This is an optimization exercise on Yosys and OpenROAD, whose aim is small area and a short achievable clock period, not a production implementation. Function was checked by simulation only, so behaviour that the tests miss may differ from the original. No activity file was given, so power comes from the tool's default toggle rates.

## reg_file_32x32
module reg_file_32x32
#(
  parameter int DATA_W = mips_pkg::REG_DATA_W,
  parameter int ADDR_W = mips_pkg::REG_ADDR_W
) (
  input  logic              clk,
  input  logic              reset_n,
  input  logic              we,
  input  logic [ADDR_W-1:0] waddr,
  input  logic [DATA_W-1:0] wdata,
  input  logic [ADDR_W-1:0] raddr1,
  input  logic [ADDR_W-1:0] raddr2,
  output logic [DATA_W-1:0] rdata1,
  output logic [DATA_W-1:0] rdata2
);
Size in the first run: roughly 2800 cells after synthesis, roughly 1000 flip-flops, about 110 I/O pins, about 43000 sq um of cells after synthesis.
Settings: LEC_CHECK=0, CAP_MARGIN=20, CORE_MARGIN=2, CORE_UTILIZATION=50, CTS_BUF_LIST=sky130_fd_sc_hd__clkbuf_16, CTS_CLUSTER_DIAMETER=80, CTS_CLUSTER_SIZE=24, SETUP_SLACK_MARGIN=1.0, SLEW_MARGIN=20, SYNTH_HIERARCHICAL=1; clock period 5.5 ns.
standard.sh (not shown) runs the stock make flow with config.mk's settings and CLKGATE_MAP_FILE= SYNTH_SCRIPT=/design/flow/synth_recipe.tcl, a recipe that flattens the netlist after the stock synthesis.
==> flow/flow/run.sh <==
#!/bin/bash
# Layout flow: the standard flow, run unchanged for synthesis, then with
# the port buffers given an explicit cell (instead of the resizer's pick of a
# delay cell) and sizing free to change a cell's footprint.
set -euo pipefail
bash standard.sh synth > synth.log 2>&1
bash standard.sh MATCH_CELL_FOOTPRINT=0 \
  "BUFFER_PORTS_ARGS=-buffer_cell sky130_fd_sc_hd__buf_2" \
  finish > layout.log 2>&1
==> next run, changes <==
--- a/flow/config.mk
+++ b/flow/config.mk
@@ -8,9 +8,9 @@
 export CAP_MARGIN = 20
 export CORE_MARGIN = 2
-export CORE_UTILIZATION = 50
+export CORE_UTILIZATION = 55
 export CTS_BUF_LIST = sky130_fd_sc_hd__clkbuf_16
 export CTS_CLUSTER_DIAMETER = 80
 export CTS_CLUSTER_SIZE = 24
-export SETUP_SLACK_MARGIN = 1.0
+export SETUP_SLACK_MARGIN = 1.5
 export SLEW_MARGIN = 20
 export SYNTH_HIERARCHICAL = 1
=> Non-clock buffer count increases by 200. Flip-flop and latch count does not change. Clock power decreases by 7.5%. Wire length increases by 12%. Worst hold slack gets worse by 0.053 ns. Synthesized area stays the same. Power is about the same. Setup slack gets better by 0.22 ns. Final area increases by 9.7%. Combinational power increases by 25%. Utilization increases by 12 points.
==> next run, changes <==
--- a/flow/config.mk
+++ b/flow/config.mk
@@ -8,9 +8,9 @@
 export CAP_MARGIN = 20
 export CORE_MARGIN = 2
-export CORE_UTILIZATION = 55
+export CORE_UTILIZATION = 50
 export CTS_BUF_LIST = sky130_fd_sc_hd__clkbuf_16
 export CTS_CLUSTER_DIAMETER = 80
 export CTS_CLUSTER_SIZE = 24
-export SETUP_SLACK_MARGIN = 1.5
+export SETUP_SLACK_MARGIN = 0.75
 export SLEW_MARGIN = 20
 export SYNTH_HIERARCHICAL = 1
Outcome:
- combinational power is lower by 23%
- cell area is lower by 9.7%
- fmax is lower by 9.9%
- die area is higher by 9.9%
- clock skew does not change
- global-route usage is lower by 6.6 points
- sequential share of layout area is higher by 6.2 points
- first-iteration DRC count is lower by 18%
- register-to-register slack improves by 0.23 ns
- synthesized cell count stays the same
- sequential power is lower by about 0.8%
==> next run, changes <==
--- a/flow/config.mk
+++ b/flow/config.mk
@@ -12,5 +12,6 @@
 export CTS_CLUSTER_DIAMETER = 80
 export CTS_CLUSTER_SIZE = 24
-export SETUP_SLACK_MARGIN = 0.75
+export PLACE_DENSITY = 0.75
+export SETUP_SLACK_MARGIN = 1.5
 export SLEW_MARGIN = 20
 export SYNTH_HIERARCHICAL = 1
Maximum frequency went up by 9.6%; wire length grows by 8.3%; power barely changes; die area stays the same; synthesized area does not change; global-route usage goes up by 1.9 points; via count came out higher by 13%.
==> next run, changes <==
--- a/flow/config.mk
+++ b/flow/config.mk
@@ -12,6 +12,5 @@
 export CTS_CLUSTER_DIAMETER = 80
 export CTS_CLUSTER_SIZE = 24
-export PLACE_DENSITY = 0.75
-export SETUP_SLACK_MARGIN = 1.5
+export SETUP_SLACK_MARGIN = 0.5
 export SLEW_MARGIN = 20
 export SYNTH_HIERARCHICAL = 1
The changed run ran to the end with no violations.
Clock skew does not change.
Sequential share of layout area went up by 6.6 points.
Maximum frequency shrinks by 14%.
Wire length goes down by 7.6%.
Total power fell by 0.41%.
Count of clock-buffer cells in the layout climbs by 2.
Synthesized area stays the same.


== willow ==
reg_file_32x32, a different RTL version from the one above (not shown whole).
Size in the first run: ~1000 flip-flops, about 110 I/O pins, ~0.042 mm² of cells after synthesis.
Settings: LEC_CHECK=0, CAP_MARGIN=20, CORE_MARGIN=2, CORE_UTILIZATION=40, SLEW_MARGIN=20, SYNTH_HIERARCHICAL=1; clock period 5.5 ns.
run.sh (not shown) runs the stock make flow with config.mk's settings and CLKGATE_MAP_FILE= SYNTH_SCRIPT=/design/flow/synth_recipe.tcl, a recipe that flattens the netlist after the stock synthesis.
Stock flow here: none of the scripts above is used.
willow: flow complete, layout not clean; failing: setup timing
For juniper, these inputs were changed with respect to willow:
- swapping 40 for 60 in CORE_UTILIZATION
- putting SETUP_SLACK_MARGIN at 1.5 where nothing was set
==> flow/flow/run.sh (new file) <==
#!/bin/bash
# Layout flow: the standard flow, run unchanged for synthesis, then with
# the port buffers given an explicit cell (instead of the resizer's pick of a
# delay cell) and sizing free to change a cell's footprint.
set -euo pipefail
bash standard.sh synth > synth.log 2>&1
bash standard.sh MATCH_CELL_FOOTPRINT=0 \
  "BUFFER_PORTS_ARGS=-buffer_cell sky130_fd_sc_hd__buf_2" \
  finish > layout.log 2>&1
==> flow/standard.sh (new file) <==
#!/bin/bash
# synth_recipe.tcl (not shown) runs the flow's synth.tcl, then flattens the netlist and writes it again
# the make line also repeats each setting of config.mk as NAME=value (left out here)
make -C /OpenROAD-flow-scripts/flow DESIGN_CONFIG=/design/flow/config.mk WORK_HOME=/design/flow/orfs CLKGATE_MAP_FILE= SYNTH_SCRIPT=/design/flow/synth_recipe.tcl "${@:-finish}"
removed: flow/run.sh
[summary]
- juniper completed every stage of the flow, and the final layout passed the timing, DRC and antenna checks.
- Number of cells after detailed placement: juniper < willow
- Looking only at post-synthesis to final-layout area growth, and setting everything else aside, the lower value of juniper and willow goes to juniper.
- Instance count on the critical path: juniper vs willow up 2
- Between willow and juniper, the cell count went down.
- Between juniper and willow, the inserted tap cell count is lower for juniper.
- When juniper is measured against willow, its global-route met2 utilization turns out 21 points higher.
- Routed wire length on met3 was lower in willow than in juniper.
- As far as number of enable flip-flop cells after synthesis goes, juniper and willow are indistinguishable; the numbers are identical.
- Compared with willow, in juniper non-clock buffer count saw a decrease; routed wire length shows an increase of about 5.6%.

[afterwards: timing with drivers on the ports]
No port has a modelled driver above. Below, the same layouts with a new extraction and two added sets of constraints. Step 1 (the two cells are an assumption about what drives the block):
set clk [get_ports {clk}]
set_driving_cell -lib_cell sky130_fd_sc_hd__clkbuf_16 $clk
set_driving_cell -lib_cell sky130_fd_sc_hd__buf_2 [delete_from_list [all_inputs] $clk]
Step 2 adds t to the input delays and takes it off the output delays; t is the mean of the earliest and latest rising clock arrival at the registers after step 1. Input paths then give back, and output paths get back, about the clock's delay inside the block. Three values: ideal ports, drivers, drivers and shift; two values: the first two.
| run | t (ns) | slack for setup (ns) | cell pins on the clock port's net |
|---|---|---|---|
| the first run of note 1 | 0.708 | 0.952 / 0.889 / 0.889 | 1 |
| the second run of note 1 | 0.731 | 1.177 / 1.016 / 1.016 | 1 |
| the third run of note 1 | 0.706 | 0.700 / 0.663 / 0.663 | 1 |
| the fourth run of note 1 | 0.705 | 1.121 / 0.998 / 0.998 | 1 |
| the fifth run of note 1 | 0.708 | 0.422 / 0.378 / 0.378 | 1 |
| willow | 0.745 | -0.031 / -0.054 / -0.054 | 1 |
| juniper | 0.737 | 0.769 / 0.685 / 0.685 | 1 |
For the second run of note 1, which loses most, drivers alone change the setup slack by -0.161 ns; drivers and shift together by -0.161 ns.
